This design comes from an exercise in tuning for small area on the open sky130 flow, not from production work. Where RTL was checked, it was by simulation tests only, not by an equivalence proof against the original. The RTL of run 1 was laid out without a check of its function. Power and IR drop assume default switching activity.

--- flow/run.sh ---
#!/bin/bash
# Standard ORFS layout with two changes:
#  - synthesis maps the logic with an area-oriented ABC script (flow/abc_area.script)
#    in place of ORFS's delay-oriented one; everything else in synthesis is
#    the standard synthesis (synth_recipe.tcl), so the registers are the same;
#  - buffer_ports uses the smallest buffer for the port buffers.
set -euo pipefail
here=$(pwd)
rm -rf "$here/scripts_area"
cp -r "$FLOW_HOME/scripts" "$here/scripts_area"
cp "$here/flow/abc_area.script" "$here/scripts_area/abc_speed.script"
bash standard.sh "SCRIPTS_DIR=$here/scripts_area" \
  "BUFFER_PORTS_ARGS=-buffer_cell sky130_fd_sc_hd__buf_1" finish > orfs_flow.log 2>&1
--- config.mk ---
export PLATFORM = sky130hd
export DESIGN_NAME = skinny_subcells_domd_ctrl
export DESIGN_NICKNAME = skinny_subcells_domd_ctrl
export VERILOG_FILES = /design/flow/design.v
export SDC_FILE = /design/flow/constraint.sdc
export NUM_CORES = 4
export LEC_CHECK = 0
export CAP_MARGIN = 20
export CORE_AREA = 5 5 415 415
export CTS_CLUSTER_DIAMETER = 150
export CTS_CLUSTER_SIZE = 24
export DIE_AREA = 0 0 420 420
export SLEW_MARGIN = 20
--- constraint.sdc ---
create_clock -name core_clock -period 4.0 [get_ports {clk}]
set_input_delay 0.8000 -clock core_clock [delete_from_list [all_inputs] [get_ports {clk}]]
set_output_delay 0.8000 -clock core_clock [all_outputs]
set_load 0.01 [all_outputs]
--- flow/abc_area.script ---
&get -n
&st
&dch -f
&nf -a -R 1000
&put
--- standard.sh ---
#!/bin/bash
# synth_recipe.tcl (not shown) runs the flow's synth.tcl, then flattens the netlist and writes it again
# the make line also repeats each setting of config.mk as NAME=value (left out here)
make -C /OpenROAD-flow-scripts/flow DESIGN_CONFIG=/design/flow/config.mk WORK_HOME=/design/flow/orfs CLKGATE_MAP_FILE= SYNTH_SCRIPT=/design/flow/synth_recipe.tcl "${@:-finish}"
--- design.v ---
package skinny_masked_pkg;
    typedef enum logic [1:0] {
        ST_IDLE = 2'd0,
        ST_CALC = 2'd1,
        ST_DONE = 2'd2,
        ST_HOLD = 2'd3
    } fsm_state_t;
    localparam int SB_LAT = 4;
    localparam int N_SBOX = 16;
    function automatic integer n_shares(input integer dd);
        n_shares = dd + 1;
    endfunction
    function automatic integer rnd_per_and(input integer dd);
        rnd_per_and = dd * (dd + 1) / 2;
    endfunction
    function automatic integer rnd_per_sbox(input integer dd);
        rnd_per_sbox = 8 * dd * (dd + 1) / 2;
    endfunction
endpackage
module skinny_share_byte_mux
#(
    parameter int d = 2
) (
    input  logic [128*(d+1)-1:0] state,
    output logic [128*(d+1)-1:0] sb_in,
    input  logic [128*(d+1)-1:0] sb_out,
    output logic [128*(d+1)-1:0] result
);
    localparam int NS = skinny_masked_pkg::n_shares(d);
    for (genvar k = 0; k < skinny_masked_pkg::N_SBOX; k++) begin : g_byte
        for (genvar j = 0; j < NS; j++) begin : g_share
            assign sb_in[k*8*NS + 8*j +: 8]  = state[128*j + 8*k +: 8];
            assign result[128*j + 8*k +: 8] = sb_out[k*8*NS + 8*j +: 8];
        end
    end
endmodule
module skinny_sbox8_domd_non_pipelined
#(
    parameter int d = 2
) (
    input  logic                      clk,
    input  logic                      ld,      
    input  logic                      hold,    
    input  logic                      sel_x,   
    input  logic                      sel_w,   
    input  logic [skinny_masked_pkg::SB_LAT-1:0] lyr,  
    input  logic [8*(d+1)-1:0]        si,
    input  logic [skinny_masked_pkg::rnd_per_sbox(d)-1:0] rnd,
    output logic [8*(d+1)-1:0]        so
);
    localparam int NS = skinny_masked_pkg::n_shares(d);
    localparam int RA = skinny_masked_pkg::rnd_per_and(d);
    function automatic logic [NS-1:0] dom_and(input logic [NS-1:0] a,
                                              input logic [NS-1:0] b,
                                              input logic [RA-1:0] r);
        logic [NS-1:0] c;
        c = a & b;
        for (int i = 0; i < NS; i++) begin
            for (int j = i + 1; j < NS; j++) begin
                c[i] = c[i] ^ (a[i] & b[j]) ^ r[i*NS - i*(i+1)/2 + (j-i-1)];
                c[j] = c[j] ^ (a[j] & b[i]) ^ r[i*NS - i*(i+1)/2 + (j-i-1)];
            end
        end
        dom_and = c;
    endfunction
    function automatic logic [8*NS-1:0] perm_sh(input logic [8*NS-1:0] x);
        logic [8*NS-1:0] p;
        for (int i = 0; i < NS; i++) begin
            p[8*i +: 8] = {x[8*i+2], x[8*i+1], x[8*i+7], x[8*i+6],
                           x[8*i+4], x[8*i+0], x[8*i+3], x[8*i+5]};
        end
        perm_sh = p;
    endfunction
    function automatic logic [8*NS-1:0] unperm_swap_sh(input logic [8*NS-1:0] p);
        logic [8*NS-1:0] s;
        for (int i = 0; i < NS; i++) begin
            s[8*i +: 8] = {p[8*i+5], p[8*i+4], p[8*i+0], p[8*i+3],
                           p[8*i+1], p[8*i+6], p[8*i+7], p[8*i+2]};
        end
        unperm_swap_sh = s;
    endfunction
    logic [8*NS-1:0] x_q;
    logic [8*NS-1:0] w_q;
    logic [8*NS-1:0] x, y;
    logic [2*RA-1:0] r;
    logic [NS-1:0]   a_lo, b_lo, a_hi, b_hi, n_lo, n_hi;
    always_comb begin
        r = '0;
        for (int l = 0; l < skinny_masked_pkg::SB_LAT; l++)
            r = r | ({2*RA{lyr[l]}} & rnd[l*2*RA +: 2*RA]);
    end
    assign x = ({8*NS{sel_x}} & x_q) | ({8*NS{sel_w}} & w_q);
    always_comb begin
        for (int i = 0; i < NS; i++) begin
            a_lo[i] = x[8*i+2] ^ (i == 0);
            b_lo[i] = x[8*i+3] ^ (i == 0);
            a_hi[i] = x[8*i+6] ^ (i == 0);
            b_hi[i] = x[8*i+7] ^ (i == 0);
        end
        n_lo = dom_and(a_lo, b_lo, r[RA-1:0]);
        n_hi = dom_and(a_hi, b_hi, r[2*RA-1:RA]);
        y = x;
        for (int i = 0; i < NS; i++) begin
            y[8*i]   = x[8*i]   ^ n_lo[i];
            y[8*i+4] = x[8*i+4] ^ n_hi[i];
        end
    end
    logic [8*NS-1:0] w_d;
    assign w_d = ({8*NS{hold}} & w_q) | ({8*NS{sel_x | sel_w}} & perm_sh(y));
    always_ff @(posedge clk) begin
        if (ld) x_q <= si;
        w_q <= w_d;
    end
    assign so = unperm_swap_sh(w_q);
endmodule
module skinny_subcells_domd_ctrl
#(
    parameter int d      = 2,
    parameter int SB_LAT = skinny_masked_pkg::SB_LAT
) (
    input  logic                      clk,
    input  logic                      rst,
    input  logic                      in_valid,
    output logic                      in_ready,
    input  logic [128*(d+1)-1:0]      in_state,
    input  logic [64*d*(d+1)-1:0]     rnd,
    input  logic                      rnd_valid,
    output logic                      rnd_req,
    output logic                      out_valid,
    input  logic                      out_ready,
    output logic [128*(d+1)-1:0]      out_state,
    output logic                      restart
);
    localparam int NS    = skinny_masked_pkg::n_shares(d);
    localparam int RPS   = skinny_masked_pkg::rnd_per_sbox(d);
    logic                 done_q;
    logic [SB_LAT-1:0]    lyr_q;
    logic                 calcn_q;
    logic [128*NS-1:0]    sb_in;
    logic [128*NS-1:0]    sb_out;
    skinny_share_byte_mux #(.d(d)) u_mux (
        .state  (in_state),
        .sb_in  (sb_in),
        .sb_out (sb_out),
        .result (out_state)
    );
    for (genvar k = 0; k < skinny_masked_pkg::N_SBOX; k++) begin : g_sbox
        skinny_sbox8_domd_non_pipelined #(.d(d)) u_sbox (
            .clk   (clk),
            .ld    (in_ready),
            .hold  (~rnd_req),
            .sel_x (lyr_q[0]),
            .sel_w (calcn_q),
            .lyr   (lyr_q),
            .si    (sb_in[k*8*NS +: 8*NS]),
            .rnd   (rnd[k*RPS +: RPS]),
            .so    (sb_out[k*8*NS +: 8*NS])
        );
    end
    always_ff @(posedge clk or posedge rst) begin
        if (rst) begin
            in_ready  <= 1'b1;
            rnd_req   <= 1'b0;
            done_q    <= 1'b0;
            out_valid <= 1'b0;
            restart   <= 1'b0;
            lyr_q     <= '0;
            calcn_q   <= 1'b0;
        end else begin
            restart <= rnd_req & ~rnd_valid;
            lyr_q   <= {lyr_q[SB_LAT-2:0] & {(SB_LAT-1){rnd_valid}},
                        (in_ready & in_valid) | (rnd_req & ~rnd_valid)};
            calcn_q <= |lyr_q[SB_LAT-2:0] & rnd_valid;
            done_q  <= lyr_q[SB_LAT-1] & rnd_valid;
            if (in_ready && in_valid) begin
                in_ready <= 1'b0;
                rnd_req  <= 1'b1;
            end
            if (lyr_q[SB_LAT-1] && rnd_valid) rnd_req <= 1'b0;
            if (done_q) out_valid <= 1'b1;
            if (out_valid && out_ready) begin
                out_valid <= 1'b0;
                in_ready  <= 1'b1;
            end
        end
    end
endmodule
==> parameters.txt, run 1 <==
Parameter                              Value

Timing
  Number of endpoints failing setup at the final stage    0
  Max transition margin    0.181
  Actual slew at the worst max-slew pin    1.23 ns
  Part of the cycle the worst path needs    0.769
  Worst hold slack after final layout    0.0896 ns
  Clk_skew    0.0313 ns
  Fmax    0.325 GHz
  Final Critical Period    3.08 ns
  Setup repair after global routing missed its margin    no
  Number of slew-limit violations in the final report    0
  Final count of hold timing violations    0

Worst setup path
  Critical Path AT    3.61 ns
  Critical path's slowest cell    sky130_fd_sc_hd__dfrtp_4
  Max incr delay on CP    1.00 ns
  Worst path top cell family by delay    flip-flops
  WP data required    4.53 ns
  Largest fanout of any net on the critical path    68
  Critical path capture point type    flop
  Crit path top cell by count    sky130_fd_sc_hd__xnor2_1
  Kind of launch point of the worst setup path    flop
  WP buf/inv    1
  Worst Path Class, Setup    flop to flop
  Cells along the critical path    buf_12 -> a22oi_1 -> xor2_1 -> xnor2_1 -> nand2b_1 -> xnor2_1 -> o2bb2ai_1

Route
  DR DRC count    0
  Antenna-violating nets left    0
  Number of iterations in the first detailed-routing pass    8
  Vias per cell    4.52
  Post-DR wirelength/cell    25.1 um
  Initial DRC Count    3,294
  Wire length reported by the detailed router    153,000 um
  Via count    27,600

Logic synthesis
  Synthesized instance count    2,574
  Ys Warns    2
  Total nets after synthesis    3,347
  Total of flip-flops plus latches after synthesis    778
  Number of distinct standard cells referenced by the synthesized netlist    20
  Proportion of synthesized chip area in sequential cells    0.628
  List of most frequent post-synthesis cells    sky130_fd_sc_hd__dfxtp_1 (384), sky130_fd_sc_hd__edfxtp_1 (384), sky130_fd_sc_hd__a22oi_1 (372), sky130_fd_sc_hd__clkinv_1 (279), sky130_fd_sc_hd__o21ai_0 (278)
  Most area-hungry cell type in the Yosys netlist    sky130_fd_sc_hd__edfxtp_1
  Main flop type after synthesis    sky130_fd_sc_hd__edfxtp_1
  Mapped Avg Cell Area    12.0 sq um
  Number of synthesized flops with an enable pin    384
  Yosys top cell area share    0.372
  Post-synthesis instance area    31,000 sq um
  Largest cells by area after synthesis    sky130_fd_sc_hd__edfxtp_1 (37%), sky130_fd_sc_hd__dfxtp_1 (25%), sky130_fd_sc_hd__a22oi_1 (9.0%), sky130_fd_sc_hd__xnor2_1 (7.8%), sky130_fd_sc_hd__o21ai_0 (4.5%)
  Proportion of register bits with asynchronous set or reset after synthesis    0.0129

Clock network
  Number of gates resized after cts    0
  Total number of clock tree sinks    778
  Clk root buf    sky130_fd_sc_hd__clkbuf_16
  Num CTS Buffers    41
  Hold buffer count at cts    0
  Clock tree from TritonCTS    built
  H-Tree Depth    2
  Post CTS Setup Buffer Count    0
  Clock slew at the register clock pins of the worst setup and hold paths    0.11 ns
  Clock insertion delay at the later pin of the skew report    0.64 ns
  Max Root-Sink Buffers    3

Floorplanning
  Std cell rows    150
  Starting Density    0.185
  Die height    420 um
  Die width    420 um
  I/O Pins    1,161
  Core outline area    167,000 sq um
  Die Area    176,000 sq um

Final layout
  Layout-stage area growth over the synthesis result    29.7%
  Number of nets in the final layout    4,608
  Fin util    0.240
  Fraction of final layout cells with drive strength greater than 1    0.0302
  Fillers    18,000

Status
  Run status  no timing/DRC/antenna violations

Pwr
  Sum of internal, switching and leakage power    36.1 mW
  Static Leak    12.9 nW
  Worst IR Drop VDD    0.000743 V
  P per Cell Area    899 nW/um^2

Placed design
  Routability congestion estimate    0.993
  Input/output buffers    1,160
  Half-perimeter wire length of the detailed placement result    119,000 um

Global routing
  Number of antenna violations at the first check in global routing    41
  Maximum number of pins on one net before global-route repair    165
  Overflow after GRT    0
  First-pass GRT wire length    203,000 um
  Vias in the first global route    26,400
  GRT Total Usage    0.161

Worst hold path
  Class of the tightest hold or removal check    input port to asynchronous set/reset pin

Run
  Number of max-cap violations    0
==> where the power goes <==
part	switching [mW]	internal (mW)	leakage, nW
clock	2.94	2.03	0.601
sequential	2.92	11.6	6.91
combinational	10.4	6.26	5.41
total	16.2	19.9	12.9
==> cells in the final DEF, fill, tap and decap left out, types with 51 or more instances in the layout <==
master,count
sky130_fd_sc_hd__nor2_1,51
sky130_fd_sc_hd__buf_1,1160
sky130_fd_sc_hd__o21ai_0,278
sky130_fd_sc_hd__edfxtp_1,384
sky130_fd_sc_hd__xnor2_1,277
sky130_fd_sc_hd__dfxtp_1,384
sky130_fd_sc_hd__o2bb2ai_1,96
sky130_fd_sc_hd__a222oi_1,96
sky130_fd_sc_hd__nand2_1,213
sky130_fd_sc_hd__xor2_1,75
sky130_fd_sc_hd__clkinv_1,278
sky130_fd_sc_hd__a22oi_1,372
==> cell type report <==
type                            instances  area [sq um]  share of cell area
Tap cell                             2204          2760              0.0686
Timing Repair Buffer                 1218          5090               0.127
Clock buffer                           67          1120              0.0280
Antenna cell                           19          47.5             0.00118
Sequential cell                       778         19500               0.485
Clock inverter                          9           143             0.00355
Multi-Input combinational cell       1517         10500               0.261
Inverter                              279          1050              0.0262
==> sequential cells by signal, indices dropped and copies added, names as in the netlist <==
signal,flops
g_sbox.u_sbox.w_q,384
g_sbox.u_sbox.x_q,384
lyr_q,4
calcn_q,1
done_q,1
in_ready,1
out_valid,1
restart,1
rnd_req,1
==> per-layer routing <==
layer  vias to the layer above  global-route usage  wire length, um
met3                       278              0.0363            13000
li1                      12100                   -                -
met1                     13600               0.196            58100
met5                         -                   0              115
met2                      1543               0.274            75100
met4                        16              0.0705             6870
==> metrics by stage <==
step	area (sq um)	TNS, ns	cells	setup slack, ns
CTS	40100	0	6072	0.827
global route	40200	0	6089	0.708
floorplan	31000	-165.79	2574	-1.73
finish	40200	0	6091	0.923
detailed placement	38900	0	5996	0.844
global placement	38900	0	5996	0.823
==> cell families after synthesis <==
| family | Yosys count | synth area share |
|---|---|---|
| AND/OR/NAND/NOR | 297 | 0.0386 |
| AO/OA/AOI/OAI | 868 | 0.200 |
| flip-flops | 778 | 0.628 |
| buffers and inverters | 279 | 0.0338 |
| XOR/XNOR | 352 | 0.0995 |
==> path summary, 6_finish.rpt <==
check,from,endpoint,slack [ns],cells past startpoint
max in group asynchronous,rst,in_ready,3.65,2
min in group core_clock,in_state[167],g_sbox[4].u_sbox.x_q[15],0.31,1
worst max register to register,calcn_q,g_sbox[1].u_sbox.w_q[2],0.92,7
worst max-delay path,calcn_q,g_sbox[1].u_sbox.w_q[2],0.92,7
worst min-delay path,rst,rnd_req,0.09,2
worst min register to register,done_q,out_valid,0.46,1
==> run 2: changes to the inputs <==
--- a/design.v
+++ b/design.v
@@ -40,6 +40,7 @@
 ) (
     input  logic                      clk,
     input  logic                      ld,      
+    input  logic                      keep,    
     input  logic                      hold,    
     input  logic                      sel_x,   
     input  logic                      sel_w,   
@@ -108,7 +109,7 @@
     logic [8*NS-1:0] w_d;
     assign w_d = ({8*NS{hold}} & w_q) | ({8*NS{sel_x | sel_w}} & perm_sh(y));
     always_ff @(posedge clk) begin
-        if (ld) x_q <= si;
+        x_q <= ({8*NS{ld}} & si) | ({8*NS{keep}} & x_q);
         w_q <= w_d;
     end
     assign so = unperm_swap_sh(w_q);
@@ -136,6 +137,7 @@
     logic                 done_q;
     logic [SB_LAT-1:0]    lyr_q;
     logic                 calcn_q;
+    logic                 keep_q, hold_q;
     logic [128*NS-1:0]    sb_in;
     logic [128*NS-1:0]    sb_out;
     skinny_share_byte_mux #(.d(d)) u_mux (
@@ -148,7 +150,8 @@
         skinny_sbox8_domd_non_pipelined #(.d(d)) u_sbox (
             .clk   (clk),
             .ld    (in_ready),
-            .hold  (~rnd_req),
+            .keep  (keep_q),
+            .hold  (hold_q),
             .sel_x (lyr_q[0]),
             .sel_w (calcn_q),
             .lyr   (lyr_q),
@@ -166,6 +169,8 @@
             restart   <= 1'b0;
             lyr_q     <= '0;
             calcn_q   <= 1'b0;
+            keep_q    <= 1'b0;
+            hold_q    <= 1'b1;
         end else begin
             restart <= rnd_req & ~rnd_valid;
             lyr_q   <= {lyr_q[SB_LAT-2:0] & {(SB_LAT-1){rnd_valid}},
@@ -174,13 +179,19 @@
             done_q  <= lyr_q[SB_LAT-1] & rnd_valid;
             if (in_ready && in_valid) begin
                 in_ready <= 1'b0;
+                keep_q   <= 1'b1;
                 rnd_req  <= 1'b1;
+                hold_q   <= 1'b0;
             end
-            if (lyr_q[SB_LAT-1] && rnd_valid) rnd_req <= 1'b0;
+            if (lyr_q[SB_LAT-1] && rnd_valid) begin
+                rnd_req <= 1'b0;
+                hold_q  <= 1'b1;
+            end
             if (done_q) out_valid <= 1'b1;
             if (out_valid && out_ready) begin
                 out_valid <= 1'b0;
                 in_ready  <= 1'b1;
+                keep_q    <= 1'b0;
             end
         end
     end
--- a/config.mk
+++ b/config.mk
@@ -7,7 +7,8 @@
 export LEC_CHECK = 0
 export CAP_MARGIN = 20
 export CORE_AREA = 5 5 415 415
-export CTS_CLUSTER_DIAMETER = 150
-export CTS_CLUSTER_SIZE = 24
+export CTS_BUF_LIST = sky130_fd_sc_hd__clkbuf_8
+export CTS_CLUSTER_DIAMETER = 100
+export CTS_CLUSTER_SIZE = 12
 export DIE_AREA = 0 0 420 420
 export SLEW_MARGIN = 20
==> run 2 against run 1 <==
Against the previous run: final area down 1.7%; critical path type unchanged; highest routed layer unchanged; sequential power up 3%; cell count up 7.0%; critical endpoint is now g_sbox[8].u_sbox.w_q[11]; still clean on timing, DRC and antenna; first-iteration DRC count up 18%; register-to-register slack worse by 0.05 ns; global-route usage up 1.3 points; clock power down 2%; die area unchanged; wire length up 8.1%; flip-flop and latch count up 2; synthesized area down 2.7%; combinational power up 4%.
==> parameters.txt, run 2 <==
Parameter                              Value

Status
  Run status  no timing/DRC/antenna violations

Worst setup path
  Crit path top cell by count    sky130_fd_sc_hd__xnor2_1
  WP data required    4.60 ns (+0.07 ns)
  Largest fanout of any net on the critical path    104 (+53%)
  WP buf/inv    1 (unchanged)
  Kind of launch point of the worst setup path    flop
  Worst Path Class, Setup    flop to flop
  Cell depth of the worst flop-to-flop path    7 (unchanged)
  Critical Path AT    3.72 ns (+0.11 ns)
  Critical path capture point type    flop
  Max incr delay on CP    1.04 ns (+0.04 ns)
  Critical path's slowest cell    sky130_fd_sc_hd__dfrtp_4
  Worst path top cell family by delay    flip-flops
  CP startpoint    lyr_q[0]
  Origin of the critical flop-to-flop path    lyr_q[0]
  Cells along the critical path    buf_12 -> a222oi_1 -> nand2_1 -> xor2_1 -> xnor2_1 -> xnor2_1 -> o21ai_0
  Crit path depth    7 (unchanged)

Route
  Post-DR wirelength/cell    25.4 um (+1.0%)
  Number of iterations in the first detailed-routing pass    10 (+2)
  Antenna-violating nets left    0 (unchanged)
  Via count    31,300 (+14%)
  DR DRC count    0 (unchanged)
  Vias per cell    4.81 (+6.2%)
  Initial DRC Count    3,891 (+18%)
  Wire length reported by the detailed router    166,000 um (+8.1%)

Worst hold path
  Startpoint of the lowest-slack hold path    out_ready
  Hold depth    2
  Class of the tightest hold or removal check    input port to flop

Clock network
  Hold buffer count at cts    1 (+1)
  Clock slew at the register clock pins of the worst setup and hold paths    0.09 ns (-0.02 ns)
  Post CTS Setup Buffer Count    0 (unchanged)
  Clock tree from TritonCTS    built
  Clock insertion delay at the later pin of the skew report    0.77 ns (+0.13 ns)
  H-Tree Depth    3 (+1)
  Max Root-Sink Buffers    3 (unchanged)
  Number of gates resized after cts    0 (unchanged)
  Total number of clock tree sinks    780 (+0.26%)
  Num CTS Buffers    78 (+90%)
  Clk root buf    sky130_fd_sc_hd__clkbuf_8

Logic synthesis
  Number of synthesized flops with an enable pin    0 (-100%)
  Total nets after synthesis    3,718 (+11%)
  Proportion of synthesized chip area in sequential cells    0.520 (-0.108)
  Synthesized instance count    2,945 (+14%)
  Total of flip-flops plus latches after synthesis    780 (+0.26%)
  Yosys top cell area share    0.510 (+0.138)
  Mapped Avg Cell Area    10.2 sq um (-15%)
  Post-synthesis instance area    30,200 sq um (-2.7%)
  Most area-hungry cell type in the Yosys netlist    sky130_fd_sc_hd__dfxtp_1
  Most common cell in the netlist    sky130_fd_sc_hd__dfxtp_1
  Number of distinct standard cells referenced by the synthesized netlist    19 (-5.0%)
  List of most frequent post-synthesis cells    sky130_fd_sc_hd__dfxtp_1 (768), sky130_fd_sc_hd__nand2_1 (612), sky130_fd_sc_hd__a22o_1 (388), sky130_fd_sc_hd__a22oi_1 (254), sky130_fd_sc_hd__xnor2_1 (232)
  Ys Warns    2 (unchanged)
  Main flop type after synthesis    sky130_fd_sc_hd__dfxtp_1
  Proportion of register bits with asynchronous set or reset after synthesis    0.0154 (+0.00253)
  Largest cells by area after synthesis    sky130_fd_sc_hd__dfxtp_1 (51%), sky130_fd_sc_hd__a22o_1 (11%), sky130_fd_sc_hd__nand2_1 (7.6%), sky130_fd_sc_hd__a222oi_1 (7.4%), sky130_fd_sc_hd__xnor2_1 (6.7%)

Final layout
  Largest regs    g_sbox.u_sbox.w_q: 384 flops, g_sbox.u_sbox.x_q: 384 flops, lyr_q: 4 flops
  Number of nets in the final layout    5,034 (+9.2%)
  Fillers    18,300 (+1.7%)
  Fin util    0.236 (-0.00413)
  Fraction of final layout cells with drive strength greater than 1    0.0414 (+0.0111)
  Leading cell type in the layout, fill and taps excluded    sky130_fd_sc_hd__buf_1
  Top library cells by usage in the layout, fill and taps aside    sky130_fd_sc_hd__buf_1 (1,160), sky130_fd_sc_hd__dfxtp_1 (768), sky130_fd_sc_hd__nand2_1 (612)
  Layout-stage area growth over the synthesis result    31.0%

Global routing
  Vias in the first global route    29,300 (+11%)
  GRT Total Usage    0.174 (+0.0133)
  Overflow after GRT    0 (unchanged)
  Maximum number of pins on one net before global-route repair    118 (-28%)
  First-pass GRT wire length    222,000 um (+9.3%)
  Number of antenna violations at the first check in global routing    50 (+22%)

Timing
  Actual slew at the worst max-slew pin    0.965 ns (-0.264 ns)
  Part of the cycle the worst path needs    0.781 (+0.0118)
  Clk_skew    0.0440 ns (+0.0128 ns)
  Number of endpoints failing setup at the final stage    0 (unchanged)
  Fmax    0.320 GHz (-1.5%)
  Setup repair after global routing missed its margin    no
  Final Critical Period    3.12 ns (+0.0473 ns)
  Final count of hold timing violations    0 (unchanged)
  Sum of negative setup slack    0 ns (unchanged)
  Max transition margin    0.357 (+0.176)
  Number of slew-limit violations in the final report    0 (unchanged)

Pwr
  Static Leak    14.5 nW (+12%)
  Worst IR Drop VDD    0.000521 V (-30%)
  P per Cell Area    941 nW/um^2 (+4.7%)

Floorplanning
  Core outline area    167,000 sq um (unchanged)
  Die height    420 um (unchanged)
  Die width    420 um (unchanged)
  Die Area    176,000 sq um (unchanged)
  Starting Density    0.180 (-0.00498)
  Std cell rows    150 (unchanged)
  I/O Pins    1,161 (unchanged)

Placed design
  Routability congestion estimate    1.01 (+2.2%)
  Input/output buffers    1,160 (unchanged)
  Half-perimeter wire length of the detailed placement result    127,000 um (+6.3%)

Run
  Number of max-cap violations    0 (unchanged)
[run 2: cell types whose count changed after synthesis, moves of 126 or more]
cell	before	now
sky130_fd_sc_hd__a222oi_1	96	222
sky130_fd_sc_hd__a22o_1	12	388
sky130_fd_sc_hd__o21ai_0	278	97
sky130_fd_sc_hd__edfxtp_1	384	0
sky130_fd_sc_hd__clkinv_1	279	132
sky130_fd_sc_hd__dfxtp_1	384	768
sky130_fd_sc_hd__nand2_1	213	612
[run 2: cell type report]
class	instances	area, sq um	share of cell area
Antenna cell	36	90.1	0.00228
Inverter	132	495	0.0125
Sequential cell	780	15700	0.398
Clock buffer	80	1100	0.0279
Timing Repair Buffer	1236	5230	0.132
Multi-Input combinational cell	2033	14000	0.354
Clock inverter	17	128	0.00323
Tap cell	2204	2760	0.0698
[run 2: through the flow]
stage / area (sq um) / std cells / setup slack (ns) / power (mW) / hold slack [ns]
6_report: 39500 / 6518 / 0.876 / 37.2 / 0.245
5_1_grt: 39500 / 6508 / 0.689 / 39.4 / 0.130
4_1_cts: 39400 / 6482 / 0.901 / 37.4 / 0.0697
3_5_place_dp: 38200 / 6384 / 0.982 / 32.4 / 0.439
3_3_place_gp: 38200 / 6384 / 0.952 / 32.2 / 0.434
2_1_floorplan: 30200 / 2945 / -1.33 / 24.6 / 0.428
[run 2: per-layer routing]
layer / GRT usage / part of all wire / vias to the layer above
li1: - / - / 13900
met1: 0.220 / 0.40 / 15500
met2: 0.284 / 0.47 / 1716
met3: 0.0383 / 0.081 / 272
met4: 0.0805 / 0.045 / 4
met5: 0 / 0.00015 / -
[run 2: cells by family (layout without fill, tap and decap cells)]
| kind of cell | after synthesis | count (layout) | share of synthesized area |
|---|---|---|---|
| and+or+nand+nor | 680 | 680 | 0.0851 |
| DFF | 780 | 780 | 0.520 |
| buffers and inverters | 132 | 1465 | 0.0164 |
| other | 0 | 36 | 0 |
| AOI/OAI and AO/OA | 1001 | 1001 | 0.276 |
| xor gates and xnor gates | 352 | 352 | 0.102 |
[run 2: worst paths after layout]
| kind | endpoint | slack [ns] |
|---|---|---|
| worst max register to register | g_sbox[8].u_sbox.w_q[11] | 0.88 |
| worst min register to register | out_valid | 0.45 |
| min in group asynchronous | keep_q | 0.67 |
| worst min-delay path | keep_q | 0.24 |
| worst max-delay path | g_sbox[8].u_sbox.w_q[11] | 0.88 |
| max in group asynchronous | hold_q | 3.04 |
[run 2: where the power goes]
| group | total [mW] | leakage [nW] | switching [mW] | internal (mW) |
|---|---|---|---|---|
| clock network | 4.84 | 0.642 | 3.00 | 1.85 |
| registers | 15.1 | 6.49 | 3.78 | 11.4 |
| logic | 17.2 | 7.32 | 10.3 | 6.89 |
| total | 37.2 | 14.5 | 17.1 | 20.1 |
[run 2: worst register-to-register path, delay by kind of cell, from the launching register on]
kind | cells | cell delay, ns
flip-flops | 1 | 1.04
XOR/XNOR | 3 | 0.73
buffers and inverters | 1 | 0.54
AO/OA/AOI/OAI | 2 | 0.38
AND/OR/NAND/NOR | 1 | 0.27
==> run 3: changes to the inputs <==
--- a/config.mk
+++ b/config.mk
@@ -7,8 +7,7 @@
 export LEC_CHECK = 0
 export CAP_MARGIN = 20
 export CORE_AREA = 5 5 415 415
-export CTS_BUF_LIST = sky130_fd_sc_hd__clkbuf_8
 export CTS_CLUSTER_DIAMETER = 100
-export CTS_CLUSTER_SIZE = 12
+export CTS_CLUSTER_SIZE = 30
 export DIE_AREA = 0 0 420 420
 export SLEW_MARGIN = 20
==> run 3 against run 2 <==
Against the previous run: register-to-register slack hardly changed; still clean; highest routed layer unchanged; sequential power barely moved; critical path depth unchanged; critical endpoint unchanged.
==> parameters.txt, run 3 <==
Parameter                              Value

Status
  Run status  no timing/DRC/antenna violations

Clock network
  Clock slew at the register clock pins of the worst setup and hold paths    0.12 ns (+0.03 ns)
  Clock tree from TritonCTS    built
  Clk root buf    sky130_fd_sc_hd__clkbuf_16
  H-Tree Depth    2 (-1)
  Total number of clock tree sinks    780 (unchanged)
  Num CTS Buffers    40 (-49%)
  Hold buffer count at cts    0 (-1)
  Clock insertion delay at the later pin of the skew report    0.65 ns (-0.12 ns)
  Post CTS Setup Buffer Count    0 (unchanged)
  Max Root-Sink Buffers    3 (unchanged)
  Number of gates resized after cts    0 (unchanged)

Route
  Highest metal used    met5
  Number of iterations in the first detailed-routing pass    9 (-1)
  Initial DRC Count    3,933 (+1.1%)
  DR DRC count    0 (unchanged)
  Wire length on met2    77,600 um (-0.39%)
  Post-DR wirelength/cell    25.3 um (-0.20%)
  Via count    31,200 (-0.48%)
  Routed metal-1 wire length    66,500 um (-0.19%)
  Wire length reported by the detailed router    164,000 um (-0.76%)
  Antenna-violating nets left    0 (unchanged)
  Vias per cell    4.81 (about the same)
  Routed length on met3    12,700 um (-5.2%)

Logic synthesis
  Total of flip-flops plus latches after synthesis    780 (unchanged)
  Largest cells by area after synthesis    sky130_fd_sc_hd__dfxtp_1 (51%), sky130_fd_sc_hd__a22o_1 (11%), sky130_fd_sc_hd__nand2_1 (7.6%), sky130_fd_sc_hd__a222oi_1 (7.4%), sky130_fd_sc_hd__xnor2_1 (6.7%)
  Proportion of register bits with asynchronous set or reset after synthesis    0.0154 (unchanged)
  List of most frequent post-synthesis cells    sky130_fd_sc_hd__dfxtp_1 (768), sky130_fd_sc_hd__nand2_1 (612), sky130_fd_sc_hd__a22o_1 (388), sky130_fd_sc_hd__a22oi_1 (254), sky130_fd_sc_hd__xnor2_1 (232)
  Number of synthesized flops with an enable pin    0 (unchanged)
  Ys Warns    2 (unchanged)
  Total nets after synthesis    3,718 (unchanged)
  Synthesized instance count    2,945 (unchanged)
  Proportion of synthesized chip area in sequential cells    0.520 (unchanged)
  Post-synthesis instance area    30,200 sq um (unchanged)
  Number of distinct standard cells referenced by the synthesized netlist    19 (unchanged)
  Most area-hungry cell type in the Yosys netlist    sky130_fd_sc_hd__dfxtp_1
  Mapped Avg Cell Area    10.2 sq um (unchanged)
  Yosys top cell area share    0.510 (unchanged)
  Most common cell in the netlist    sky130_fd_sc_hd__dfxtp_1
  Main flop type after synthesis    sky130_fd_sc_hd__dfxtp_1

Worst setup path
  WP data required    4.51 ns (-0.09 ns)
  Critical Path AT    3.63 ns (-0.09 ns)
  Critical path capture point type    flop
  Kind of launch point of the worst setup path    flop
  Register-to-register setup slack    0.88 ns (about the same)
  Largest fanout of any net on the critical path    104 (unchanged)
  Worst Path Class, Setup    flop to flop

Timing
  Part of the cycle the worst path needs    0.779 (-0.00167)
  Max transition margin    0.354 (-0.00314)
  Fmax    0.321 GHz (+0.21%)
  Final Critical Period    3.12 ns (-0.00667 ns)
  Number of endpoints failing setup at the final stage    0 (unchanged)
  Setup repair after global routing missed its margin    no
  Actual slew at the worst max-slew pin    0.970 ns (+0.00471 ns)
  Number of slew-limit violations in the final report    0 (unchanged)
  Final count of hold timing violations    0 (unchanged)
  Clk_skew    0.0616 ns (+0.0176 ns)
  Sum of negative setup slack    0 ns (unchanged)

Final layout
  Leading cell type in the layout, fill and taps excluded    sky130_fd_sc_hd__buf_1
  Final instance count without filler cells    6,481 (-0.57%)
  Fraction of final layout cells with drive strength greater than 1    0.0346 (-0.00675)
  Top library cells by usage in the layout, fill and taps aside    sky130_fd_sc_hd__buf_1 (1,160), sky130_fd_sc_hd__dfxtp_1 (768), sky130_fd_sc_hd__nand2_1 (612)
  Largest regs    g_sbox.u_sbox.w_q: 384 flops, g_sbox.u_sbox.x_q: 384 flops, lyr_q: 4 flops
  Fin util    0.237 (+0.000875)
  Final non-filler cell area    39,600 sq um (+0.37%)
  Number of nets in the final layout    4,995 (-0.77%)
  Layout-stage area growth over the synthesis result    31.5%

Global routing
  GRT Total Usage    0.172 (-0.00225)
  Number of antenna violations at the first check in global routing    48 (-4.0%)
  Vias in the first global route    29,000 (-1.2%)
  Maximum number of pins on one net before global-route repair    118 (unchanged)
  Overflow after GRT    0 (unchanged)
  First-pass GRT wire length    220,000 um (-0.83%)

Floorplanning
  Die width    420 um (unchanged)
  I/O Pins    1,161 (unchanged)
  Die height    420 um (unchanged)
  Die Area    176,000 sq um (unchanged)
  Starting Density    0.180 (unchanged)
  Std cell rows    150 (unchanged)
  Core outline area    167,000 sq um (unchanged)

Pwr
  Clock group share of total power    0.139 (+0.009)
  Sw power    17.2 mW (+0.60%)
  Part of the total power dissipated in combinational logic    0.458 (-0.004)
  P per Cell Area    947 nW/um^2 (+0.60%)
  Int Power    20.4 mW (+1.3%)
  Switching share of power    0.458 (-0.00169)
  Worst IR Drop VDD    0.000477 V (-8.4%)
  Register share of total power    0.403 (-0.004)
  Static Leak    14.5 nW (+0.15%)

Run
  Number of max-cap violations    0 (unchanged)

Placed design
  Number of instances in the placed design    6,384 (unchanged)
  Routability congestion estimate    1.01 (unchanged)
  Input/output buffers    1,160 (unchanged)
  Half-perimeter wire length of the detailed placement result    127,000 um (unchanged)
  Post-detailed-placement cell area    38,200 sq um (unchanged)

Worst hold path
  Class of the tightest hold or removal check    input port to asynchronous set/reset pin
-- run 3: through the flow --
step	setup WS, ns	power, mW	hold WS (ns)
2_1_floorplan	-1.33	24.6	0.428
3_3_place_gp	0.952	32.2	0.434
3_5_place_dp	0.982	32.4	0.439
4_1_cts	0.922	37.7	0.154
5_1_grt	0.687	39.7	0.180
6_report	0.882	37.5	0.218
-- run 3: cell families (layout without fill, tap and decap cells) --
kind of cell           Yosys count  in the layout  share of synthesized area
buffers and inverters          132           1433                     0.0164
AND/OR/NAND/NOR                680            680                     0.0851
flip-flops                     780            780                      0.520
XOR/XNOR                       352            352                      0.102
other                            0             31                          0
AO/OA/AOI/OAI                 1001           1001                      0.276
-- run 3: worst paths after layout --
| kind | start | cells past startpoint | endpoint |
|---|---|---|---|
| worst max-delay path | lyr_q[0] | 7 | g_sbox[8].u_sbox.w_q[11] |
| worst min-delay path | rst | 2 | rnd_req |
| worst max register to register | lyr_q[0] | 7 | g_sbox[8].u_sbox.w_q[11] |
| worst min register to register | done_q | 1 | out_valid |
| max in group asynchronous | rst | 2 | hold_q |
| min in group core_clock | out_ready | 2 | keep_q |
-- run 3: power groups by stage --
stage	Clock (mW)	Combinational, mW	Sequential [mW]
after floorplan	0	8.87	15.7
after global placement	0	17.0	15.2
after detailed placement	0	17.2	15.2
after CTS	5.40	17.3	15.0
after global routing	5.62	18.7	15.4
final	5.22	17.2	15.1
-- run 3: layout make-up --
cell class / instances / area [sq um]
Clock buffer: 44 / 1040
Multi-Input combinational cell: 2033 / 14000
Fill cell: 18300 / 128000
Tap cell: 2204 / 2760
Clock inverter: 22 / 360
Sequential cell: 780 / 15700
Inverter: 132 / 495
Antenna cell: 31 / 77.6
Timing Repair Buffer: 1235 / 5220
-- run 3: per-layer routing --
metal,global-route usage,up-vias
met4,0.0713,10
li1,-,13800
met3,0.0320,276
met1,0.221,15400
met5,0,-
met2,0.284,1710
-- run 3: worst max-delay path: stages, from the launching register on --
cell	delay [ns]
sky130_fd_sc_hd__dfrtp_4	1.04
sky130_fd_sc_hd__buf_12	0.48
sky130_fd_sc_hd__a222oi_1	0.20
sky130_fd_sc_hd__nand2_1	0.27
sky130_fd_sc_hd__xor2_1	0.41
sky130_fd_sc_hd__xnor2_1	0.18
sky130_fd_sc_hd__xnor2_1	0.14
sky130_fd_sc_hd__o21ai_0	0.10
==> run 4: changes to the inputs <==
--- a/config.mk
+++ b/config.mk
@@ -7,7 +7,7 @@
 export LEC_CHECK = 0
 export CAP_MARGIN = 20
 export CORE_AREA = 5 5 415 415
-export CTS_CLUSTER_DIAMETER = 100
-export CTS_CLUSTER_SIZE = 30
+export CTS_CLUSTER_DIAMETER = 150
+export CTS_CLUSTER_SIZE = 24
 export DIE_AREA = 0 0 420 420
 export SLEW_MARGIN = 20
==> run 4 against run 3 <==
Against the previous run: synthesized cell count stayed put; combinational power hardly changed; via count is 0.72% lower; register-to-register slack hardly changed; sequential power hardly changed; still clean; worst setup slack better by 0.0016 ns; largest power group unchanged; flip-flop and latch count stayed put; critical path depth stayed put; sequential share of layout area is 0.28 points higher; cell count is 0.26% lower; final area is 0.69% lower; clock-buffer cell count stayed put.
==> parameters.txt, run 4 <==
Parameter                              Value

Final layout
  Top library cells by usage in the layout, fill and taps aside    sky130_fd_sc_hd__buf_1 (1,160), sky130_fd_sc_hd__dfxtp_1 (768), sky130_fd_sc_hd__nand2_1 (612)
  Leading cell type in the layout, fill and taps excluded    sky130_fd_sc_hd__buf_1
  Layout-stage area growth over the synthesis result    30.6%
  Final instance count without filler cells    6,464 (-0.26%)
  Fin util    0.235 (-0.00164)
  Fraction of final layout cells with drive strength greater than 1    0.0310 (-0.00365)
  Largest regs    g_sbox.u_sbox.w_q: 384 flops, g_sbox.u_sbox.x_q: 384 flops, lyr_q: 4 flops
  Number of nets in the final layout    4,995 (unchanged)

Worst setup path
  Largest fanout of any net on the critical path    104 (unchanged)
  WP data required    4.48 ns (-0.03 ns)
  Critical path capture point type    flop
  Worst Path Class, Setup    flop to flop
  Cell depth of the worst flop-to-flop path    7 (unchanged)
  End of the worst register-to-register path    g_sbox[8].u_sbox.w_q[11]
  Critical Path AT    3.59 ns (-0.04 ns)
  Origin of the critical flop-to-flop path    lyr_q[0]
  CP startpoint    lyr_q[0]
  Kind of launch point of the worst setup path    flop
  Register-to-register setup slack    0.88 ns (about the same)

Logic synthesis
  Xor/xnor cell area share of the yosys netlist    0.102 (unchanged)
  List of most frequent post-synthesis cells    sky130_fd_sc_hd__dfxtp_1 (768), sky130_fd_sc_hd__nand2_1 (612), sky130_fd_sc_hd__a22o_1 (388), sky130_fd_sc_hd__a22oi_1 (254), sky130_fd_sc_hd__xnor2_1 (232)
  Total nets after synthesis    3,718 (unchanged)
  Synthesized instance count    2,945 (unchanged)
  Simple logic cell fraction of the synthesized area    0.0851 (unchanged)
  Mapped Avg Cell Area    10.2 sq um (unchanged)
  Most common cell in the netlist    sky130_fd_sc_hd__dfxtp_1
  Yosys top cell area share    0.510 (unchanged)
  Proportion of synthesized chip area in sequential cells    0.520 (unchanged)
  Adder-cell area share of the yosys netlist    0 (unchanged)
  Largest cells by area after synthesis    sky130_fd_sc_hd__dfxtp_1 (51%), sky130_fd_sc_hd__a22o_1 (11%), sky130_fd_sc_hd__nand2_1 (7.6%), sky130_fd_sc_hd__a222oi_1 (7.4%), sky130_fd_sc_hd__xnor2_1 (6.7%)
  Mux cell area share after synthesis    0 (unchanged)
  Most area-hungry cell type in the Yosys netlist    sky130_fd_sc_hd__dfxtp_1
  Synth Area in Compound Gates    0.276 (unchanged)
  Proportion of register bits with asynchronous set or reset after synthesis    0.0154 (unchanged)
  Post-synthesis instance area    30,200 sq um (unchanged)
  Main flop type after synthesis    sky130_fd_sc_hd__dfxtp_1
  Number of distinct standard cells referenced by the synthesized netlist    19 (unchanged)
  Ys Warns    2 (unchanged)
  Total of flip-flops plus latches after synthesis    780 (unchanged)
  Dominant combinational cell family by area after synthesis    compound AO/OA/AOI/OAI gates
  Number of synthesized flops with an enable pin    0 (unchanged)

Route
  Number of iterations in the first detailed-routing pass    7 (-2)
  DR DRC count    0 (unchanged)
  Post-DR wirelength/cell    25.5 um (+0.45%)
  Routed length on met3    13,000 um (+1.9%)
  Initial DRC Count    3,974 (+1.0%)
  Routed metal-1 wire length    66,400 um (-0.26%)
  Via count    30,900 (-0.72%)
  Highest metal used    met5
  Wire length on met2    78,400 um (+0.97%)
  Antenna-violating nets left    0 (unchanged)
  Vias per cell    4.79 (-0.46%)
  Wire length reported by the detailed router    165,000 um (+0.18%)

Pwr
  Static Leak    14.4 nW (-0.83%)
  P per Cell Area    941 nW/um^2 (-0.63%)
  Worst IR Drop VDD    0.000454 V (-4.8%)
  Sum of internal, switching and leakage power    37.0 mW (-1.3%)

Clock network
  Num CTS Buffers    40 (unchanged)
  Max Root-Sink Buffers    3 (unchanged)
  Clock insertion delay at the later pin of the skew report    0.63 ns (-0.02 ns)
  H-Tree Depth    2 (unchanged)
  Clock slew at the register clock pins of the worst setup and hold paths    0.10 ns (-0.02 ns)
  Clk root buf    sky130_fd_sc_hd__clkbuf_16
  Hold buffer count at cts    0 (unchanged)
  Clock tree from TritonCTS    built
  Post CTS Setup Buffer Count    0 (unchanged)
  Total number of clock tree sinks    780 (unchanged)
  Number of gates resized after cts    0 (unchanged)

Timing
  Sum of negative setup slack    0 ns (unchanged)
  Final Critical Period    3.12 ns (-0.00161 ns)
  Part of the cycle the worst path needs    0.779 (about the same)
  Setup repair after global routing missed its margin    no
  Number of slew-limit violations in the final report    0 (unchanged)
  Final count of hold timing violations    0 (unchanged)
  Number of endpoints failing setup at the final stage    0 (unchanged)
  Fmax    0.321 GHz (about the same)
  Max transition margin    0.361 (+0.00783)
  Clk_skew    0.0415 ns (-0.0201 ns)
  Final critical-path setup slack    0.884 ns (+0.00161 ns)
  Actual slew at the worst max-slew pin    0.958 ns (-0.0117 ns)

Status
  Run status  no timing/DRC/antenna violations

Floorplanning
  Die height    420 um (unchanged)
  Std cell rows    150 (unchanged)
  Die Area    176,000 sq um (unchanged)
  I/O Pins    1,161 (unchanged)
  Die width    420 um (unchanged)
  Starting Density    0.180 (unchanged)
  Core outline area    167,000 sq um (unchanged)

Global routing
  Overflow after GRT    0 (unchanged)
  Number of antenna violations at the first check in global routing    49 (+2.1%)
  GRT Total Usage    0.173 (+0.000442)
  Vias in the first global route    29,000 (-0.10%)
  First-pass GRT wire length    221,000 um (+0.27%)
  Maximum number of pins on one net before global-route repair    118 (unchanged)

Run
  Number of max-cap violations    0 (unchanged)

Worst hold path
  Class of the tightest hold or removal check    input port to asynchronous set/reset pin

Placed design
  Number of instances in the placed design    6,384 (unchanged)
  Post-placement setup slack    0.982 ns (unchanged)
  Routability congestion estimate    1.01 (unchanged)
  Input/output buffers    1,160 (unchanged)
  Half-perimeter wire length of the detailed placement result    127,000 um (unchanged)
run 4: cell count changes in the layout (fill, tap and decap cells not counted):
cell,before,now
sky130_fd_sc_hd__bufinv_16,1,0
sky130_fd_sc_hd__clkinv_16,4,1
sky130_fd_sc_hd__clkinv_4,3,0
sky130_fd_sc_hd__clkinvlp_4,1,0
sky130_fd_sc_hd__diode_2,31,30
sky130_fd_sc_hd__inv_16,4,0
sky130_fd_sc_hd__inv_6,6,3
sky130_fd_sc_hd__inv_8,1,0
run 4: worst max-delay path, cell delays in order (launching register included):
cell and delay [ns]:
sky130_fd_sc_hd__dfrtp_4 1.04, sky130_fd_sc_hd__buf_12 0.49, sky130_fd_sc_hd__a222oi_1 0.20, sky130_fd_sc_hd__nand2_1 0.28, sky130_fd_sc_hd__xor2_1 0.41, sky130_fd_sc_hd__xnor2_1 0.18
sky130_fd_sc_hd__xnor2_1 0.14, sky130_fd_sc_hd__o21ai_0 0.09
run 4: through the flow:
step                instance area [sq um]  hold slack, ns
floorplan                           30200           0.428
global placement                    38200           0.434
detailed placement                  38200           0.439
CTS                                 39300           0.186
global route                        39400           0.209
finish                              39400           0.258
run 4: kinds of logic after synthesis:
logic type,after synthesis
AND/OR/NAND/NOR,680
buffers and inverters,132
flip-flops,780
XOR/XNOR,352
AO/OA/AOI/OAI,1001
run 4: layer usage:
| layer | vias to the layer above | global-route usage |
|---|---|---|
| met5 | - | 0 |
| met4 | 12 | 0.0750 |
| met3 | 247 | 0.0337 |
| met2 | 1712 | 0.283 |
| met1 | 15200 | 0.221 |
| li1 | 13800 | - |
run 4: worst max path at each step:
stage	depth (start not counted)	to	slack, ns
6_report	7	g_sbox[8].u_sbox.w_q[11]	0.88
5_1_grt	8	g_sbox[3].u_sbox.w_q[2]	0.70
4_1_cts	8	g_sbox[13].u_sbox.w_q[3]	0.94
3_5_place_dp	8	g_sbox[7].u_sbox.w_q[2]	0.98
3_3_place_gp	8	g_sbox[10].u_sbox.w_q[3]	0.95
2_1_floorplan	2	g_sbox[0].u_sbox.w_q[10]	-1.33
run 4: layout make-up:
| cell class | count | area, sq um |
|---|---|---|
| fillers | 18300 | 128000 |
| well taps | 2204 | 2760 |
| clock inverters | 6 | 88.8 |
| multi-input cells | 2033 | 14000 |
| repair buffers | 1235 | 5220 |
| inverters | 132 | 495 |
| diodes | 30 | 75.1 |
| flip-flops and latches | 780 | 15700 |
| clock buffers | 44 | 1040 |
run 4: report_power, final:
| part | internal [mW] | switching [mW] | total (mW) |
|---|---|---|---|
| combinational | 6.89 | 10.3 | 17.2 |
| sequential | 11.4 | 3.77 | 15.1 |
| clock | 1.90 | 2.82 | 4.73 |
| total | 20.1 | 16.9 | 37.0 |
==> run 5: changes to the inputs <==
--- a/config.mk
+++ b/config.mk
@@ -6,8 +6,8 @@
 export NUM_CORES = 4
 export LEC_CHECK = 0
 export CAP_MARGIN = 20
-export CORE_AREA = 5 5 415 415
+export CORE_AREA = 5 5 395 395
 export CTS_CLUSTER_DIAMETER = 150
 export CTS_CLUSTER_SIZE = 24
-export DIE_AREA = 0 0 420 420
+export DIE_AREA = 0 0 400 400
 export SLEW_MARGIN = 20
==> run 5 against run 4 <==
Against the previous run: synthesized area did not move; utilization increased by 2.4 points; maximum frequency down 0.25%; critical path depth unchanged; die area shrank 9.3%; synthesized cell count unchanged; wire length decreased by 4.9%; global-route usage increased by 0.79 points; largest cell class unchanged; highest routed layer unchanged.
==> parameters.txt, run 5 <==
Parameter                              Value

Clock network
  Clock slew at the register clock pins of the worst setup and hold paths    0.10 ns (about the same)
  Number of gates resized after cts    0 (unchanged)
  Clock insertion delay at the later pin of the skew report    0.63 ns (about the same)
  Num CTS Buffers    40 (unchanged)
  Post CTS Setup Buffer Count    0 (unchanged)
  Clk root buf    sky130_fd_sc_hd__clkbuf_16
  H-Tree Depth    2 (unchanged)
  Total number of clock tree sinks    780 (unchanged)
  Max Root-Sink Buffers    3 (unchanged)
  Clock tree from TritonCTS    built
  Hold buffer count at cts    0 (unchanged)

Global routing
  Overflow after GRT    0 (unchanged)
  Maximum number of pins on one net before global-route repair    98 (-17%)
  First-pass GRT wire length    212,000 um (-4.1%)
  Number of antenna violations at the first check in global routing    42 (-14%)
  Vias in the first global route    28,600 (-1.4%)
  GRT Total Usage    0.181 (+0.00790)

Worst setup path
  Cells along the critical path    buf_4 -> a222oi_1 -> nand2_1 -> xor2_1 -> xnor2_1 -> xnor2_1 -> o21ai_0
  Kind of launch point of the worst setup path    flop
  Register-to-register setup slack    0.88 ns (about the same)
  Critical Path AT    3.60 ns (about the same)
  Critical path's slowest cell    sky130_fd_sc_hd__dfrtp_4
  WP buf/inv    1 (unchanged)
  Crit path top cell by count    sky130_fd_sc_hd__xnor2_1
  Critical path capture point type    flop
  CP startpoint    lyr_q[1]
  Crit path depth    7 (unchanged)
  Origin of the critical flop-to-flop path    lyr_q[1]
  Worst Path Class, Setup    flop to flop
  End of the worst register-to-register path    g_sbox[8].u_sbox.w_q[19]
  Worst path top cell family by delay    flip-flops
  Max incr delay on CP    0.80 ns (-0.24 ns)
  Cell depth of the worst flop-to-flop path    7 (unchanged)
  Termination of the worst setup path    g_sbox[8].u_sbox.w_q[19]
  WP data required    4.48 ns (about the same)
  Largest fanout of any net on the critical path    58 (-44%)

Logic synthesis
  Post-synthesis instance area    30,200 sq um (unchanged)
  Yosys top cell area share    0.510 (unchanged)
  Simple logic cell fraction of the synthesized area    0.0851 (unchanged)
  Adder-cell area share of the yosys netlist    0 (unchanged)
  Mapped Avg Cell Area    10.2 sq um (unchanged)
  List of most frequent post-synthesis cells    sky130_fd_sc_hd__dfxtp_1 (768), sky130_fd_sc_hd__nand2_1 (612), sky130_fd_sc_hd__a22o_1 (388), sky130_fd_sc_hd__a22oi_1 (254), sky130_fd_sc_hd__xnor2_1 (232)
  Proportion of register bits with asynchronous set or reset after synthesis    0.0154 (unchanged)
  Most common cell in the netlist    sky130_fd_sc_hd__dfxtp_1
  Xor/xnor cell area share of the yosys netlist    0.102 (unchanged)
  Proportion of synthesized chip area in sequential cells    0.520 (unchanged)
  Total of flip-flops plus latches after synthesis    780 (unchanged)
  Synthesized instance count    2,945 (unchanged)
  Main flop type after synthesis    sky130_fd_sc_hd__dfxtp_1
  Synth Area in Compound Gates    0.276 (unchanged)
  Number of synthesized flops with an enable pin    0 (unchanged)
  Largest cells by area after synthesis    sky130_fd_sc_hd__dfxtp_1 (51%), sky130_fd_sc_hd__a22o_1 (11%), sky130_fd_sc_hd__nand2_1 (7.6%), sky130_fd_sc_hd__a222oi_1 (7.4%), sky130_fd_sc_hd__xnor2_1 (6.7%)
  Number of distinct standard cells referenced by the synthesized netlist    19 (unchanged)
  Most area-hungry cell type in the Yosys netlist    sky130_fd_sc_hd__dfxtp_1
  Mux cell area share after synthesis    0 (unchanged)
  Ys Warns    2 (unchanged)
  Dominant combinational cell family by area after synthesis    compound AO/OA/AOI/OAI gates
  Total nets after synthesis    3,718 (unchanged)

Final layout
  Final instance count without filler cells    6,310 (-2.4%)
  Top library cells by usage in the layout, fill and taps aside    sky130_fd_sc_hd__buf_1 (1,160), sky130_fd_sc_hd__dfxtp_1 (768), sky130_fd_sc_hd__nand2_1 (612)
  Number of nets in the final layout    5,024 (+0.58%)
  Largest regs    g_sbox.u_sbox.w_q: 384 flops, g_sbox.u_sbox.x_q: 384 flops, lyr_q: 4 flops
  Fraction of final layout cells with drive strength greater than 1    0.0378 (+0.00682)
  Layout-stage area growth over the synthesis result    30.5% (about the same)
  Leading cell type in the layout, fill and taps excluded    sky130_fd_sc_hd__buf_1

Pwr
  P per Cell Area    948 nW/um^2 (+0.79%)
  Worst IR Drop VDD    0.000503 V (+11%)
  Static Leak    14.5 nW (+1.1%)
  Clock group share of total power    0.125 (-0.003)
  Int Power    20.3 mW (+0.82%)
  Sw power    17.0 mW (+0.59%)
  Part of the total power dissipated in combinational logic    0.471 (+0.007)
  Register share of total power    0.404 (-0.004)
  Switching share of power    0.456 (-0.000573)

Floorplanning
  Core outline area    152,000 sq um (-9.4%)
  Std cell rows    143 (-4.7%)
  I/O Pins    1,161 (unchanged)
  Starting Density    0.199 (+0.0187)
  Die width    400 um (-4.8%)
  Die height    400 um (-4.8%)
  Die Area    160,000 sq um (-9.3%)

Timing
  Number of endpoints failing setup at the final stage    0 (unchanged)
  Actual slew at the worst max-slew pin    1.04 ns (+0.0795 ns)
  Final count of hold timing violations    0 (unchanged)
  Max transition margin    0.308 (-0.0530)
  Clk_skew    0.0339 ns (-0.00758 ns)
  Worst hold slack after final layout    0.0903 ns (-0.168 ns)
  Part of the cycle the worst path needs    0.781 (+0.00196)
  Number of slew-limit violations in the final report    0 (unchanged)
  Setup repair after global routing missed its margin    no
  Fmax    0.320 GHz (-0.25%)
  Final Critical Period    3.12 ns (+0.00782 ns)

Placed design
  Routability congestion estimate    0.949 (-6.4%)
  Half-perimeter wire length of the detailed placement result    122,000 um (-3.6%)
  Number of instances in the placed design    6,239 (-2.3%)
  Input/output buffers    1,160 (unchanged)

Route
  Antenna-violating nets left    0 (unchanged)
  Vias per cell    4.82 (+0.70%)
  Via count    30,400 (-1.7%)
  Post-DR wirelength/cell    24.8 um (-2.6%)
  Number of iterations in the first detailed-routing pass    10 (+3)
  DR DRC count    0 (unchanged)
  Wire length reported by the detailed router    157,000 um (-4.9%)
  Initial DRC Count    3,779 (-4.9%)

Status
  Run status  no timing/DRC/antenna violations

Run
  Number of max-cap violations    0 (unchanged)

Worst hold path
  Class of the tightest hold or removal check    input port to asynchronous set/reset pin
run 5: area by class of cell:
type                    instances  area (sq um)
repair buffers               1264          5420
multi-input cells            2033         14000
well taps                    2030          2540
fillers                     16500        112000
diodes                         20          50.0
clock inverters                 7          97.6
clock buffers                  44          1040
inverters                     132           495
flip-flops and latches        780         15700
run 5: how the worst min path moves through the flow:
stage | from | endpoint | slack (ns) | cells past startpoint
after detailed placement | g_sbox[14].u_sbox.x_q[1] | g_sbox[14].u_sbox.w_q[6] | 0.45 | 2
after global routing | rst | restart | 0.07 | 2
after floorplan | done_q | out_valid | 0.43 | 1
after global placement | g_sbox[7].u_sbox.x_q[17] | g_sbox[7].u_sbox.w_q[22] | 0.45 | 2
after CTS | rst | restart | 0.02 | 2
final | rst | restart | 0.09 | 2
run 5: power by group through the flow:
stage	registers (mW)	clock network, mW	logic [mW]
6_report	15.1	4.67	17.6
5_1_grt	15.4	5.10	19.1
4_1_cts	15.0	4.86	17.7
3_5_place_dp	15.2	0	17.7
3_3_place_gp	15.2	0	17.4
2_1_floorplan	15.7	0	8.87
run 5: cell families after synthesis:
logic type	after synthesis
AO/OA/AOI/OAI	1001
flip-flops	780
AND/OR/NAND/NOR	680
XOR/XNOR	352
buffers and inverters	132
run 5: through the flow:
step	setup slack, ns	utilization	setup TNS, ns	cell area (sq um)	power, mW
6_report	0.876	0.260	0	39300	37.3
5_1_grt	0.775	0.259	0	39300	39.7
4_1_cts	0.936	0.259	0	39300	37.6
3_5_place_dp	0.957	0.252	0	38200	32.8
3_3_place_gp	0.964	0.252	0	38200	32.6
2_1_floorplan	-1.33	-	-128.07	30200	24.6
run 5: layer usage:
layer  up-vias  wire length [um]  global-route usage
li1      13800                 -                   -
met1     14800             65400               0.242
met2      1556             71700               0.287
met3       185             14800              0.0473
met4        24              4470              0.0507
met5         -               169                   0
run 5: worst reg2reg max path: stages, from the launching register on:
cell and delay (ns):
sky130_fd_sc_hd__dfrtp_4 0.80, sky130_fd_sc_hd__buf_4 0.42, sky130_fd_sc_hd__a222oi_1 0.73, sky130_fd_sc_hd__nand2_1 0.37, sky130_fd_sc_hd__xor2_1 0.25, sky130_fd_sc_hd__xnor2_1 0.18, sky130_fd_sc_hd__xnor2_1 0.13, sky130_fd_sc_hd__o21ai_0 0.08

[re-timing with driven ports]
Ports are ideal in the flow. The routed layouts listed here were re-timed in OpenROAD. Step 1, drivers: a clkbuf_16 drives clk and a buf_2 each remaining input, both assumed. Step 2 adds t to the input delays and takes it off the output delays; t is the mean of the earliest and latest rising clock arrival at the registers after step 1. Input paths then give back, and output paths get back, about the clock's delay inside the block. a / b / c = ideal ports / drivers / drivers and shift; a / b = the first two.
| run | t, ns | setup WS [ns] | worst setup path at the end | cell pins on the clock port's net |
|---|---|---|---|---|
| run 1 | 0.720 | 0.923 / 0.923 / 0.923 | register to register | 1 |
| run 2 | 0.827 | 0.876 / 0.876 / 0.876 | register to register | 1 |
| run 3 | 0.701 | 0.882 / 0.882 / 0.882 | register to register | 1 |
| run 4 | 0.688 | 0.884 / 0.884 / 0.884 | register to register | 1 |
| run 5 | 0.695 | 0.876 / 0.876 / 0.876 | register to register | 1 |
After both steps every run listed still meets setup and hold.
